From an optimization exercise on the open Yosys and OpenROAD flow, aimed at small area; shortcuts taken in it are not production practice.
RTL that was checked went through simulation tests only; none was proved equivalent to the original.
No activity file was given, so power comes from the tool's default toggle rates.

Design mem_spi_flash_responder, start of the top module:
module mem_spi_flash_responder #(
  parameter int ADDR_BITS    = 8,
  parameter bit QE_INIT      = 1'b0,
  parameter int DUMMY_CYCLES = 8
) (
  input  logic       clk,
  input  logic       rst,
  input  logic       in_cs_n,
  input  logic       in_sclk,
  input  logic [3:0] in_io,
  output logic [3:0] out_io,
  output logic [3:0] out_io_oe,
  output logic       out_qe,
  output logic       out_wel
);
  localparam logic [3:0] C_NONE  = 4'd0,
                         C_RD1   = 4'd1,
                         C_RDQ   = 4'd2,
                         C_SR1   = 4'd3,
                         C_SR2   = 4'd4,
                         C_WRSR  = 4'd5,
                         C_PROG  = 4'd6,
                         C_ERASE = 4'd7,
                         C_CLR   = 4'd8,
                         C_WREN  = 4'd9;
  logic [2047:0] ring;
  logic [7:0]    t_q;
  logic          sclk_q;
  logic [5:0]    cnt_q;
  logic [3:0]    cmd_q;
  logic [6:0]    sh_q;
  logic [7:0]    x_q;
  logic [7:0]    rbuf_q;
  logic          wel_q, qe_q, wpend_q, er_pend_q, er_act_q;
  logic       mosi, rise, idle, byte_done, adv, hit, cap, er_on;
  logic [7:0] op, fa, s, tap;
  logic       tap7;
  logic       ph32, ph40;
  assign mosi  = in_io[0];
  assign rise  = in_sclk & ~sclk_q;
  assign idle  = in_cs_n | rst;
  assign op    = {sh_q, mosi};
  assign ph32  = cnt_q[5];
  assign ph40  = cnt_q[5] & cnt_q[3];
  assign byte_done = rise & (cmd_q == C_PROG) & ph32 & (cnt_q[2:0] == 3'd7);
  assign adv = rise & (((cmd_q == C_RD1) & ph32 & (cnt_q[2:0] == 3'd7)) |
                       ((cmd_q == C_RDQ) & ph40 & ~cnt_q[0]));
  ...
clock: 8.0 ns
lec_check: 0
cap_margin: 20
core_margin: 2
core_utilization: 40
cts_buf_list: sky130_fd_sc_hd__clkbuf_16
cts_cluster_diameter: 100
cts_cluster_size: 30
slew_margin: 20
standard.sh (not shown) runs the stock make flow with config.mk's settings and CLKGATE_MAP_FILE= SYNTH_SCRIPT=/design/flow/synth_recipe.tcl, a recipe that flattens the netlist after the stock synthesis.
==> flow/flow/run.sh <==
#!/bin/bash
# The standard layout, with the port buffers made from the smallest buffer cell.
set -euo pipefail
bash standard.sh BUFFER_PORTS_ARGS="-buffer_cell sky130_fd_sc_hd__buf_1" finish > flow_make.log 2>&1
Change:
==> flow/run.sh (new file) <==
#!/bin/bash
# synth_recipe.tcl (not shown) runs the flow's synth.tcl, then flattens the netlist and writes it again
# the make line also repeats each setting of config.mk as NAME=value (left out here)
make -C /OpenROAD-flow-scripts/flow DESIGN_CONFIG=/design/flow/config.mk WORK_HOME=/design/flow/orfs CLKGATE_MAP_FILE= SYNTH_SCRIPT=/design/flow/synth_recipe.tcl finish
removed: flow/flow/run.sh
removed: flow/standard.sh
Routed wire length went up slightly.
Non-clock buffer count decreases by 1.
Core utilization climbs by 0.17 points.
Design area increases slightly.
Via count came out higher slightly.

* * *

mem_spi_flash_responder, a different RTL version from the one above (not shown whole).
Size: roughly 2700 cells after synthesis, roughly 2100 flip-flops, roughly 18 I/O pins, ~47000 sq um of cells after synthesis.
Settings: LEC_CHECK=0, CAP_MARGIN=20, CORE_MARGIN=2, CORE_UTILIZATION=40, SLEW_MARGIN=20; clock period 8.0 ns.
run.sh (not shown) runs the stock make flow with config.mk's settings and CLKGATE_MAP_FILE= SYNTH_SCRIPT=/design/flow/synth_recipe.tcl, a recipe that flattens the netlist after the stock synthesis.
Stock flow here: none of the scripts above is used.
Next try:
- CTS_BUF_LIST: not set -> sky130_fd_sc_hd__clkbuf_16
- CTS_CLUSTER_DIAMETER: not set -> 100
- CTS_CLUSTER_SIZE: not set -> 30
Outcome:
- The changed run finished with timing, DRC and antenna clean
- synthesized area is unchanged
- via count is lower by 4.5%
- register-to-register slack barely changes
- synthesized cell count stays the same

* * *

run 1:
mem_spi_flash_responder, a different RTL version from the one above (not shown whole).
Size in the first run: roughly 18 I/O pins, about 0.045 mm2 of cells after synthesis.
==> flow/config.mk <==
export PLATFORM = sky130hd
export DESIGN_NAME = mem_spi_flash_responder
export DESIGN_NICKNAME = mem_spi_flash_responder
export VERILOG_FILES = /design/flow/design.v
export SDC_FILE = /design/flow/constraint.sdc
export NUM_CORES = 4
export LEC_CHECK = 0
export CAP_MARGIN = 20
export CORE_MARGIN = 2
export CORE_UTILIZATION = 40
export SLEW_MARGIN = 20
==> flow/constraint.sdc <==
create_clock -name core_clock -period 8.0 [get_ports {clk}]
set_input_delay 1.6000 -clock core_clock [delete_from_list [all_inputs] [get_ports {clk}]]
set_output_delay 1.6000 -clock core_clock [all_outputs]
set_load 0.01 [all_outputs]
standard.sh (not shown) runs the stock make flow with config.mk's settings and CLKGATE_MAP_FILE= SYNTH_SCRIPT=/design/flow/synth_recipe.tcl, a recipe that flattens the netlist after the stock synthesis.
==> flow/flow/run.sh <==
#!/bin/bash
# The standard layout, except that:
# - ABC maps the logic with area recovery (flow/abc_area.script in place of ORFS's
#   abc_speed.script, in a copy of ORFS's scripts folder); registers are untouched;
# - the port buffers are made from the smallest buffer cell;
# - clock tree synthesis uses fixed sink clusters of clkbuf_8 and no dummy loads.
set -euo pipefail
rm -rf scripts_area
cp -r "$FLOW_HOME/scripts" scripts_area
cp flow/abc_area.script scripts_area/abc_speed.script
bash standard.sh SCRIPTS_DIR="$PWD/scripts_area" \
  BUFFER_PORTS_ARGS="-buffer_cell sky130_fd_sc_hd__buf_1" \
  CTS_ARGS="-sink_clustering_enable -repair_clock_nets -buf_list sky130_fd_sc_hd__clkbuf_8 -sink_clustering_size 19 -sink_clustering_max_diameter 100 -dont_use_dummy_load" \
  finish > flow_make.log 2>&1
==> flow/flow/abc_area.script <==
&get -n
&st
&dch
&nf -R 1000
&st
&dch
&nf -R 1000
&st
&dch
&nf -R 1000
&put
Edits applied to the flow inputs when going from run 1 to run 2:
diff --git a/flow/flow/run.sh b/flow/flow/run.sh
--- a/flow/flow/run.sh
+++ b/flow/flow/run.sh
@@ -11,4 +11,4 @@
 bash standard.sh SCRIPTS_DIR="$PWD/scripts_area" \
   BUFFER_PORTS_ARGS="-buffer_cell sky130_fd_sc_hd__buf_1" \
-  CTS_ARGS="-sink_clustering_enable -repair_clock_nets -buf_list sky130_fd_sc_hd__clkbuf_8 -sink_clustering_size 19 -sink_clustering_max_diameter 100 -dont_use_dummy_load" \
+  CTS_ARGS="-sink_clustering_enable -repair_clock_nets -buf_list sky130_fd_sc_hd__clkbuf_8 -sink_clustering_size 20 -sink_clustering_max_diameter 100 -dont_use_dummy_load" \
   finish > flow_make.log 2>&1
Results
- Run 2 ends up with a sequential share of layout area that is 0.17 points higher than in run 1.
- From run 1 to run 2 the numbers moved as follows: leakage power closely matched the old numbers; power decreased by about 0.56% relative to the old numbers; setup slack increased by 27 ps relative to the old numbers.
- The achievable frequency reported for run 2 is greater than that of run 1 by 0.47%.
- Run 2 against run 1: first-pass GRT wire length neither gained nor lost much, share of total power in the clock network lost 0.4 points, final cell area excluding filler cells neither gained nor lost much, met3 layer usage reported by global route neither gained nor lost much.
Function was not checked in any run of this note: the RTL went through the layout flow alone.

* * *

mem_spi_flash_responder, a different RTL version from the one above (not shown whole).
For scale: ~2500 cells after synthesis, ~2100 flip-flops, about 18 I/O pins, roughly 0.045 mm2 of cells after synthesis.
clock: 8.0 ns
lec_check: 0
cap_margin: 20
core_margin: 2
core_utilization: 40
slew_margin: 20
==> flow/flow/run.sh <==
#!/bin/bash
# The standard layout, except that:
# - ABC maps the logic with area recovery (flow/abc_area.script in place of ORFS's
#   abc_speed.script, in a copy of ORFS's scripts folder); registers are untouched;
# - the port buffers are made from the smallest buffer cell;
# - clock tree synthesis uses fixed sink clusters of clkbuf_8 and no dummy loads.
set -euo pipefail
rm -rf scripts_area
cp -r "$FLOW_HOME/scripts" scripts_area
cp flow/abc_area.script scripts_area/abc_speed.script
bash standard.sh SCRIPTS_DIR="$PWD/scripts_area" \
  BUFFER_PORTS_ARGS="-buffer_cell sky130_fd_sc_hd__buf_1" \
  CTS_ARGS="-sink_clustering_enable -repair_clock_nets -buf_list sky130_fd_sc_hd__clkbuf_8 -sink_clustering_size 20 -sink_clustering_max_diameter 60 -dont_use_dummy_load" \
  finish > flow_make.log 2>&1
Scripts as last shown in full above: flow/flow/abc_area.script
Edit:
--- a/flow/flow/run.sh
+++ b/flow/flow/run.sh
@@ -13 +13 @@
-  CTS_ARGS="-sink_clustering_enable -repair_clock_nets -buf_list sky130_fd_sc_hd__clkbuf_8 -sink_clustering_size 20 -sink_clustering_max_diameter 60 -dont_use_dummy_load" \
+  CTS_ARGS="-sink_clustering_enable -repair_clock_nets -buf_list sky130_fd_sc_hd__clkbuf_8 -sink_clustering_size 20 -sink_clustering_max_diameter 70 -dont_use_dummy_load" \
The new run went through all stages and came out clean.
Synthesized area does not change.
Core utilization fell by 0.17 points.
Non-clock buffer count is unchanged.
Edit:
--- a/flow/flow/run.sh
+++ b/flow/flow/run.sh
@@ -13 +13 @@
-  CTS_ARGS="-sink_clustering_enable -repair_clock_nets -buf_list sky130_fd_sc_hd__clkbuf_8 -sink_clustering_size 20 -sink_clustering_max_diameter 70 -dont_use_dummy_load" \
+  CTS_ARGS="-sink_clustering_enable -repair_clock_nets -buf_list sky130_fd_sc_hd__clkbuf_8 -sink_clustering_size 20 -sink_clustering_max_diameter 100 -dont_use_dummy_load" \
Outcome:
- count of clock-buffer cells in the layout fell by 3
- final area hardly moves
- die area stays the same

-- static timing again, ports no longer ideal --
No port has a modelled driver above. Below, the same layouts with a new extraction and two added sets of constraints.
Step 1 sets driving cells, clkbuf_16 on the clock port and buf_2 on the other inputs (assumed; they add their load-dependent delay and slew).
Step 2, shift: input delay + t, output delay - t, t = (earliest + latest rising clock arrival at the registers) / 2. This alone moves slack from input paths to output paths.
a / b / c = ideal ports / drivers / drivers and shift; a / b = the first two.
run | t (ns) | setup WS [ns] | worst setup path after step 2 | worst slew at a driven data input, ns
the first run of note 1 | 0.731 | 2.333 / 2.364 / 1.650 | input to register | 0.17
the second run of note 1 | 0.735 | 1.935 / 1.973 / 1.238 | input to register | 0.18
the first run of note 2 | 0.811 | 2.193 / 2.139 / 1.328 | input to register | 0.13
the second run of note 2 | 0.733 | 2.100 / 2.045 / 1.312 | input to register | 0.13
run 1 | 0.845 | 2.218 / 2.181 / 1.336 | input to register | 0.15
run 2 | 0.817 | 2.245 / 2.210 / 1.393 | input to register | 0.14
the first run of note 4 | 0.816 | 1.415 / 1.405 / 0.590 | input to register | 0.10
the second run of note 4 | 0.816 | 1.417 / 1.407 / 0.591 | input to register | 0.11
the third run of note 4 | 0.816 | 1.435 / 1.425 / 0.609 | input to register | 0.10
After both steps every run listed still meets setup and hold. For run 1, which loses most, drivers alone change the setup slack by -0.037 ns; drivers and shift together by -0.882 ns.
